This design comes from an exercise in tuning for small area on the open sky130 flow, not from production work.
In this exercise RTL edits were held to simulation tests only and were not proved equivalent to the original.

==> job 6088: inputs <==
==> flow/design.v <==
`default_nettype none
package csr_pkg;
  localparam int unsigned XLEN              = 32;
  localparam int unsigned NUM_PERF_COUNTERS = 9;
  localparam logic [1:0] MXL_RV32         = 2'd1;   
  localparam int unsigned MSTATUS_MIE_BIT  = 3;
  localparam int unsigned MSTATUS_MPIE_BIT = 7;
  localparam logic [1:0] PRIV_LVL_M       = 2'd3;   
  localparam logic [1:0] PCMR_RESET       = 2'd3;   
  localparam logic [6:0] PCCR_BASE_UPPER = 7'b0111100;
  typedef enum logic [1:0] {
    CSR_OP_NONE  = 2'd0,
    CSR_OP_WRITE = 2'd1,
    CSR_OP_SET   = 2'd2,
    CSR_OP_CLEAR = 2'd3
  } csr_op_e;
  typedef enum logic [11:0] {
    CSR_MSTATUS = 12'h300,
    CSR_MISA    = 12'h301,
    CSR_MTVEC   = 12'h305,
    CSR_MEPC    = 12'h341,
    CSR_MCAUSE  = 12'h342,
    CSR_PCCR31  = 12'h79F,   
    CSR_PCER    = 12'h7A0,
    CSR_PCMR    = 12'h7A1,
    CSR_MHARTID = 12'hF14
  } csr_num_e;
  typedef enum int unsigned {
    EV_CYCLE        = 0,
    EV_INSTR        = 1,
    EV_IMISS        = 2,
    EV_LOAD         = 3,
    EV_STORE        = 4,
    EV_JUMP         = 5,
    EV_BRANCH       = 6,
    EV_BRANCH_TAKEN = 7,
    EV_COMPRESSED   = 8
  } perf_event_e;
endpackage
`default_nettype wire
`timescale 1ns/1ns
`default_nettype none
import csr_pkg::*;
module csr_unit_top #(
  parameter bit RV32E = 1'b0,
  parameter bit RV32M = 1'b1
) (
  input  logic            clk_i,
  input  logic            rst_ni,
  input  logic [csr_pkg::XLEN-1:0] boot_addr_i,
  input  logic [3:0]      core_id_i,
  input  logic [5:0]      cluster_id_i,
  input  logic            csr_access_i,
  input  logic [11:0]             csr_addr_i,
  input  logic [csr_pkg::XLEN-1:0] csr_wdata_i,
  input  logic [1:0]              csr_op_i,
  output logic [csr_pkg::XLEN-1:0] csr_rdata_o,
  input  logic [csr_pkg::XLEN-1:0] pc_if_i,
  input  logic [csr_pkg::XLEN-1:0] pc_id_i,
  input  logic            csr_save_if_i,
  input  logic            csr_save_id_i,
  input  logic            csr_save_cause_i,
  input  logic [5:0]      csr_cause_i,
  input  logic            csr_restore_mret_i,
  output logic            m_irq_enable_o,
  output logic [csr_pkg::XLEN-1:0] mepc_o,
  input  logic            if_valid_i,
  input  logic            id_valid_i,
  input  logic            is_compressed_i,
  input  logic            is_decoding_i,
  input  logic            imiss_i,
  input  logic            pc_set_i,
  input  logic            jump_i,
  input  logic            branch_i,
  input  logic            branch_taken_i,
  input  logic            mem_load_i,
  input  logic            mem_store_i
);
  localparam int unsigned NC = NUM_PERF_COUNTERS;
  localparam logic [XLEN-1:0] MISA_VALUE =
      (XLEN'(1)     <<  2)
    | (XLEN'(RV32E) <<  4)
    | (XLEN'(1)     <<  8)
    | (XLEN'(RV32M) << 12)
    | (XLEN'(MXL_RV32) << 30);
  logic            mie_q, mpie_q;
  logic [XLEN-1:0] mepc_q;
  logic [5:0]      mcause_q;
  logic [NC-1:0]   pcer_q;
  logic [1:0]      pcmr_q;
  logic [NC-1:0]   pend_q;                
  logic [NC-1:0][XLEN-1:0] cnt_q;
  logic [11:0] a;
  assign a = csr_addr_i;
  logic sel_mstatus, sel_misa, sel_mtvec, sel_mepc, sel_mcause, sel_mhartid;
  logic sel_pcer, sel_pcmr, sel_all, in_pccr;
  logic [NC-1:0] sel_cnt;
  assign sel_mstatus = (a == CSR_MSTATUS);
  assign sel_misa    = (a == CSR_MISA);
  assign sel_mtvec   = (a == CSR_MTVEC);
  assign sel_mepc    = (a == CSR_MEPC);
  assign sel_mcause  = (a == CSR_MCAUSE);
  assign sel_mhartid = (a == CSR_MHARTID);
  assign sel_pcer    = (a == CSR_PCER);
  assign sel_pcmr    = (a == CSR_PCMR);
  assign sel_all     = (a == CSR_PCCR31);
  assign in_pccr     = (a[11:5] == PCCR_BASE_UPPER);
  always_comb begin
    for (int c = 0; c < NC; c++) sel_cnt[c] = in_pccr && (a[4:0] == 5'(c));
  end
  always_comb begin
    csr_rdata_o = '0;
    if (sel_mstatus) begin
      csr_rdata_o[12:11]            = PRIV_LVL_M;
      csr_rdata_o[MSTATUS_MPIE_BIT] = mpie_q;
      csr_rdata_o[MSTATUS_MIE_BIT]  = mie_q;
    end
    csr_rdata_o = csr_rdata_o
                | ({XLEN{sel_misa}}    & MISA_VALUE)
                | ({XLEN{sel_mtvec}}   & boot_addr_i)
                | ({XLEN{sel_mepc}}    & mepc_q)
                | ({XLEN{sel_mcause}}  & {mcause_q[5], 26'b0, mcause_q[4:0]})
                | ({XLEN{sel_mhartid}} & {21'b0, cluster_id_i, 1'b0, core_id_i})
                | ({XLEN{sel_pcer}}    & XLEN'(pcer_q))
                | ({XLEN{sel_pcmr}}    & XLEN'(pcmr_q));
    for (int c = 0; c < NC; c++) csr_rdata_o = csr_rdata_o | ({XLEN{sel_cnt[c]}} & cnt_q[c]);
  end
  logic            we;
  logic [XLEN-1:0] wdata;
  assign we = csr_access_i & (csr_op_i != CSR_OP_NONE);
  always_comb begin
    unique case (csr_op_i)
      CSR_OP_SET:   wdata = csr_wdata_i | csr_rdata_o;
      CSR_OP_CLEAR: wdata = ~csr_wdata_i & csr_rdata_o;
      default:      wdata = csr_wdata_i;
    endcase
  end
  logic            mie_n, mpie_n;
  logic [XLEN-1:0] mepc_n;
  logic [5:0]      mcause_n;
  always_comb begin
    mie_n    = mie_q;
    mpie_n   = mpie_q;
    mepc_n   = mepc_q;
    mcause_n = mcause_q;
    if (we && sel_mstatus) begin
      mie_n  = wdata[MSTATUS_MIE_BIT];
      mpie_n = wdata[MSTATUS_MPIE_BIT];
    end
    if (we && sel_mepc)   mepc_n   = wdata;
    if (we && sel_mcause) mcause_n = {wdata[XLEN-1], wdata[4:0]};
    if (csr_save_cause_i) begin
      mepc_n   = (csr_save_if_i && !csr_save_id_i) ? pc_if_i : pc_id_i;
      mcause_n = csr_cause_i;
      mpie_n   = mie_q;
      mie_n    = 1'b0;
    end else if (csr_restore_mret_i) begin
      mie_n  = mpie_q;
      mpie_n = 1'b1;
    end
  end
  assign m_irq_enable_o = mie_q;
  assign mepc_o         = mepc_q;
  logic [NC-1:0] ev;
  assign ev[EV_CYCLE]        = 1'b1;
  assign ev[EV_INSTR]        = if_valid_i;
  assign ev[EV_IMISS]        = imiss_i & ~pc_set_i;
  assign ev[EV_LOAD]         = mem_load_i;
  assign ev[EV_STORE]        = mem_store_i;
  assign ev[EV_JUMP]         = jump_i;
  assign ev[EV_BRANCH]       = branch_i;
  assign ev[EV_BRANCH_TAKEN] = branch_taken_i;
  assign ev[EV_COMPRESSED]   = id_valid_i & is_decoding_i & is_compressed_i;
  logic [NC-1:0][XLEN-1:0] cnt_n;
  for (genvar c = 0; c < NC; c++) begin : g_cnt
    logic [XLEN:0]   cy;    
    logic [XLEN-1:0] inc;
    logic wr, blk;
    assign cy[0] = pend_q[c];
    assign wr    = we && (sel_cnt[c] || sel_all);
    assign blk   = pcmr_q[1] & cy[XLEN] & ~wr;
    for (genvar b = 0; b < XLEN; b++) begin : g_bit
      assign inc[b]  = cnt_q[c][b] ^ cy[b];
      assign cy[b+1] = cnt_q[c][b] & cy[b];
    end
    assign cnt_n[c] = (wr ? wdata : inc) | {XLEN{blk}};
  end
  always_ff @(posedge clk_i or negedge rst_ni) begin
    if (!rst_ni) begin
      mie_q    <= 1'b0;
      mpie_q   <= 1'b0;
      mepc_q   <= '0;
      mcause_q <= '0;
      pcer_q   <= '0;
      pcmr_q   <= PCMR_RESET;
      pend_q   <= '0;
      cnt_q    <= '0;
    end else begin
      mie_q    <= mie_n;
      mpie_q   <= mpie_n;
      mepc_q   <= mepc_n;
      mcause_q <= mcause_n;
      if (we && sel_pcer) pcer_q <= wdata[NC-1:0];
      if (we && sel_pcmr) pcmr_q <= wdata[1:0];
      pend_q   <= ev & pcer_q & {NC{pcmr_q[0]}};
      cnt_q    <= cnt_n;
    end
  end
endmodule
`default_nettype wire
==> flow/flow/run.sh <==
#!/bin/bash
# The standard ORFS layout (standard.sh) with three changes:
#  - synthesis maps with an area-oriented ABC script (flow/my_synth.tcl),
#  - port buffers are buf_1 instead of the default clkdlybuf4s50_1,
#  - CTS uses larger sink clusters and no dummy loads.
set -euo pipefail
export FLOW_WORK=$PWD
export BUFFER_PORTS_ARGS="-buffer_cell sky130_fd_sc_hd__buf_1"
export CTS_ARGS="-sink_clustering_enable -repair_clock_nets -buf_list sky130_fd_sc_hd__clkbuf_16 -sink_clustering_size 30 -sink_clustering_max_diameter 80 -dont_use_dummy_load"
bash standard.sh SYNTH_SCRIPT=$PWD/flow/my_synth.tcl finish > standard.log 2>&1
==> flow/flow/abc_area.script <==
strash
balance
rewrite
refactor
balance
rewrite
rewrite -z
balance
refactor -z
rewrite -z
balance
dc2
&get -n
&dch -f
&nf -a -p -F 8 -A 8 -C 32 -R 1000
&put
==> flow/flow/my_synth.tcl <==
# The standard synthesis (synth_recipe.tcl in the work folder), with one
# change: the final ABC technology mapping uses flow/abc_area.script, an
# area-oriented script, instead of ORFS's speed script. Registers are mapped
# by dfflibmap before ABC runs, so they are the standard synthesis's.
proc abc {args} {
  set i [lsearch $args -script]
  if {$i >= 0} { lset args [expr {$i + 1}] $::env(FLOW_WORK)/flow/abc_area.script }
  yosys abc {*}$args
}
source $::env(FLOW_WORK)/synth_recipe.tcl
==> flow/standard.sh <==
#!/bin/bash
# synth_recipe.tcl (not shown) runs the flow's synth.tcl, then flattens the netlist and writes it again
# the make line also repeats each setting of config.mk as NAME=value (left out here)
make -C /OpenROAD-flow-scripts/flow DESIGN_CONFIG=/design/flow/config.mk WORK_HOME=/design/flow/orfs CLKGATE_MAP_FILE= SYNTH_SCRIPT=/design/flow/synth_recipe.tcl "${@:-finish}"
==> flow/config.mk <==
export PLATFORM = sky130hd
export DESIGN_NAME = csr_unit_top
export DESIGN_NICKNAME = csr_unit_top
export VERILOG_FILES = /design/flow/design.v
export SDC_FILE = /design/flow/constraint.sdc
export NUM_CORES = 4
export LEC_CHECK = 0
export CAP_MARGIN = 5
export CORE_MARGIN = 2
export CORE_UTILIZATION = 65
export PLACE_DENSITY = 0.75
export SLEW_MARGIN = 5
==> flow/constraint.sdc <==
create_clock -name core_clock -period 10.0 [get_ports {clk_i}]
set_input_delay 2.0000 -clock core_clock [delete_from_list [all_inputs] [get_ports {clk_i}]]
set_output_delay 2.0000 -clock core_clock [all_outputs]
set_load 0.01 [all_outputs]
==> inputs of job 8896, as changes to job 6088 <==
--- a/flow/design.v
+++ b/flow/design.v
@@ -108,6 +108,21 @@
   always_comb begin
     for (int c = 0; c < NC; c++) sel_cnt[c] = in_pccr && (a[4:0] == 5'(c));
   end
+  logic [XLEN-1:0] cnt_rd;
+  always_comb begin
+    case (a[3:0])
+      4'd0: cnt_rd = cnt_q[0];
+      4'd1: cnt_rd = cnt_q[1];
+      4'd2: cnt_rd = cnt_q[2];
+      4'd3: cnt_rd = cnt_q[3];
+      4'd4: cnt_rd = cnt_q[4];
+      4'd5: cnt_rd = cnt_q[5];
+      4'd6: cnt_rd = cnt_q[6];
+      4'd7: cnt_rd = cnt_q[7];
+      4'd8: cnt_rd = cnt_q[8];
+      default: cnt_rd = '0;
+    endcase
+  end
   always_comb begin
     csr_rdata_o = '0;
     if (sel_mstatus) begin
@@ -123,7 +138,7 @@
                 | ({XLEN{sel_mhartid}} & {21'b0, cluster_id_i, 1'b0, core_id_i})
                 | ({XLEN{sel_pcer}}    & XLEN'(pcer_q))
                 | ({XLEN{sel_pcmr}}    & XLEN'(pcmr_q));
-    for (int c = 0; c < NC; c++) csr_rdata_o = csr_rdata_o | ({XLEN{sel_cnt[c]}} & cnt_q[c]);
+    csr_rdata_o = csr_rdata_o | ({XLEN{in_pccr & ~a[4]}} & cnt_rd);
   end
   logic            we;
   logic [XLEN-1:0] wdata;
@@ -141,16 +156,13 @@
   always_comb begin
     mie_n    = mie_q;
     mpie_n   = mpie_q;
-    mepc_n   = mepc_q;
     mcause_n = mcause_q;
     if (we && sel_mstatus) begin
       mie_n  = wdata[MSTATUS_MIE_BIT];
       mpie_n = wdata[MSTATUS_MPIE_BIT];
     end
-    if (we && sel_mepc)   mepc_n   = wdata;
     if (we && sel_mcause) mcause_n = {wdata[XLEN-1], wdata[4:0]};
     if (csr_save_cause_i) begin
-      mepc_n   = (csr_save_if_i && !csr_save_id_i) ? pc_if_i : pc_id_i;
       mcause_n = csr_cause_i;
       mpie_n   = mie_q;
       mie_n    = 1'b0;
@@ -159,6 +171,13 @@
       mpie_n = 1'b1;
     end
   end
+  logic mepc_s_if, mepc_s_id, mepc_s_wr, mepc_s_hold;
+  assign mepc_s_if   = csr_save_cause_i & csr_save_if_i & ~csr_save_id_i;
+  assign mepc_s_id   = csr_save_cause_i & ~(csr_save_if_i & ~csr_save_id_i);
+  assign mepc_s_wr   = ~csr_save_cause_i & we & sel_mepc;
+  assign mepc_s_hold = ~csr_save_cause_i & ~(we & sel_mepc);
+  assign mepc_n = ({XLEN{mepc_s_if}} & pc_if_i) | ({XLEN{mepc_s_id}} & pc_id_i)
+                | ({XLEN{mepc_s_wr}} & wdata)   | ({XLEN{mepc_s_hold}} & mepc_q);
   assign m_irq_enable_o = mie_q;
   assign mepc_o         = mepc_q;
   logic [NC-1:0] ev;
@@ -183,7 +202,7 @@
       assign inc[b]  = cnt_q[c][b] ^ cy[b];
       assign cy[b+1] = cnt_q[c][b] & cy[b];
     end
-    assign cnt_n[c] = (wr ? wdata : inc) | {XLEN{blk}};
+    assign cnt_n[c] = ({XLEN{~wr}} | wdata) & (inc | {XLEN{wr | blk}});
   end
   always_ff @(posedge clk_i or negedge rst_ni) begin
     if (!rst_ni) begin
==> flow/flow/run.sh (replaced) <==
#!/bin/bash
# The standard ORFS layout (standard.sh) with three changes:
#  - synthesis maps with an area-oriented ABC script (flow/my_synth.tcl),
#  - port buffers are buf_1 instead of the default clkdlybuf4s50_1,
#  - CTS uses larger sink clusters and no dummy loads,
#  - repairs use buffers no larger than buf_2 (flow/small_bufs.tcl).
set -euo pipefail
export FLOW_WORK=$PWD
export BUFFER_PORTS_ARGS="-buffer_cell sky130_fd_sc_hd__buf_1"
export CTS_ARGS="-sink_clustering_enable -repair_clock_nets -buf_list sky130_fd_sc_hd__clkbuf_16 -sink_clustering_size 26 -sink_clustering_max_diameter 90 -dont_use_dummy_load"
for s in GLOBAL_PLACE RESIZE CTS GLOBAL_ROUTE; do export PRE_${s}_TCL=$PWD/flow/small_bufs.tcl; done
bash standard.sh SYNTH_SCRIPT=$PWD/flow/my_synth.tcl finish > standard.log 2>&1
==> flow/flow/small_bufs.tcl (new file) <==
# Repair buffers: keep the resizer to buf_1/buf_2 (clkbuf_16 stays for CTS).
set_dont_use [get_lib_cells {sky130_fd_sc_hd__buf_4 sky130_fd_sc_hd__buf_6 sky130_fd_sc_hd__buf_8 sky130_fd_sc_hd__buf_12 sky130_fd_sc_hd__buf_16 sky130_fd_sc_hd__bufbuf_* sky130_fd_sc_hd__dlygate* sky130_fd_sc_hd__clkdlybuf* sky130_fd_sc_hd__dlymetal* sky130_fd_sc_hd__clkbuf_1 sky130_fd_sc_hd__clkbuf_2 sky130_fd_sc_hd__clkbuf_4 sky130_fd_sc_hd__clkbuf_8}]
==> inputs of job 1609, as changes to job 6088 <==
==> flow/run.sh (new file) <==
#!/bin/bash
# synth_recipe.tcl (not shown) runs the flow's synth.tcl, then flattens the netlist and writes it again
# the make line also repeats each setting of config.mk as NAME=value (left out here)
make -C /OpenROAD-flow-scripts/flow DESIGN_CONFIG=/design/flow/config.mk WORK_HOME=/design/flow/orfs CLKGATE_MAP_FILE= SYNTH_SCRIPT=/design/flow/synth_recipe.tcl finish
CAP_MARGIN = 20   (was 5)
CORE_UTILIZATION = 40   (was 65)
CTS_BUF_LIST = sky130_fd_sc_hd__clkbuf_4   (was unset)
PLACE_DENSITY = unset   (was 0.75)
SLEW_MARGIN = 20   (was 5)
removed: flow/flow/run.sh
removed: flow/flow/abc_area.script
removed: flow/flow/my_synth.tcl
removed: flow/standard.sh
==> results.json <==
{
  "status": "finished clean",
  "total_power_mw": 2.40,
  "cp-startpoint": "cnt_q[128]",
  "syn_nets": 2200,
  "antenna_cells": 0,
  "design_area_um2": 20600,
  "met2_usage_pct": 69.1,
  "synth_simple_gate_area_share_pct": 12.3
}
# the run above: job 6088

==> results.json <==
{
  "status": "finished clean",
  "start_util_pct": 65.6,
  "cp-startpoint": "cnt_q[64]",
  "syn_nets": 2121,
  "drive_above_1_share_pct": 3.99,
  "synth_simple_gate_area_share_pct": 10.2,
  "met2_usage_pct": 65.8,
  "antenna_cells": 4,
  "top_regs": "cnt_q x288, mepc_q x32",
  "total_power_mw": 2.44,
  "clkCellAreaFrac_pct": 2.09,
  "ys_seq_elements": 348
}
# the run above: job 8896

==> results.json <==
{
  "met2_usage_pct": 46.4,
  "cap_violations": 0,
  "multi_input_area_um2": 11800,
  "cp-startpoint": "csr_addr_i[6]",
  "comb_power_share_pct": 11.5,
  "final_common_cell": "dfrtp_1",
  "antenna_cells": 1,
  "syn_nets": 2618,
  "status": "finished clean",
  "design_area_um2": 25500,
  "total_power_mw": 3.21,
  "rsz0062_at_grt": "false",
  "largestPowerGroup": "sequential cells",
  "start_util_pct": 40.5
}
# the run above: job 1609

## separate check: timing with driven ports
The results above use ideal ports. As a check the final layouts listed here were re-extracted and re-timed, cells and wires unchanged. Step 1: set_driving_cell puts a clkbuf_16 on clk_i and a buf_2 on each other input, an assumption about the parent block. Step 2 times the ports against the registers' clock, not the clock port: input delays grow and output delays shrink by t, the midpoint of the rising clock arrivals with the driver on. Slacks: ideal / step 1 / step 2; pairs: ideal / step 1.
run	t (ns)	setup WS [ns]	hold WS [ns]	slew at the worst register clock pin (ns)	cell pins on the clock port's net
job 6088	0.560	1.940 / 1.940 / 1.940	0.515 / 0.515 / 0.515	0.12 / 0.12	1
job 8896	0.563	1.752 / 1.752 / 1.752	0.517 / 0.517 / 0.517	0.11 / 0.11	1
job 1609	0.891	1.421 / 1.377 / 1.377	0.507 / 0.507 / 0.507	0.08 / 0.08	1
After both steps every run listed still meets setup and hold. The setup slack of job 1609, which loses most, moves by -0.044 ns with the drivers and by -0.044 ns with both steps.
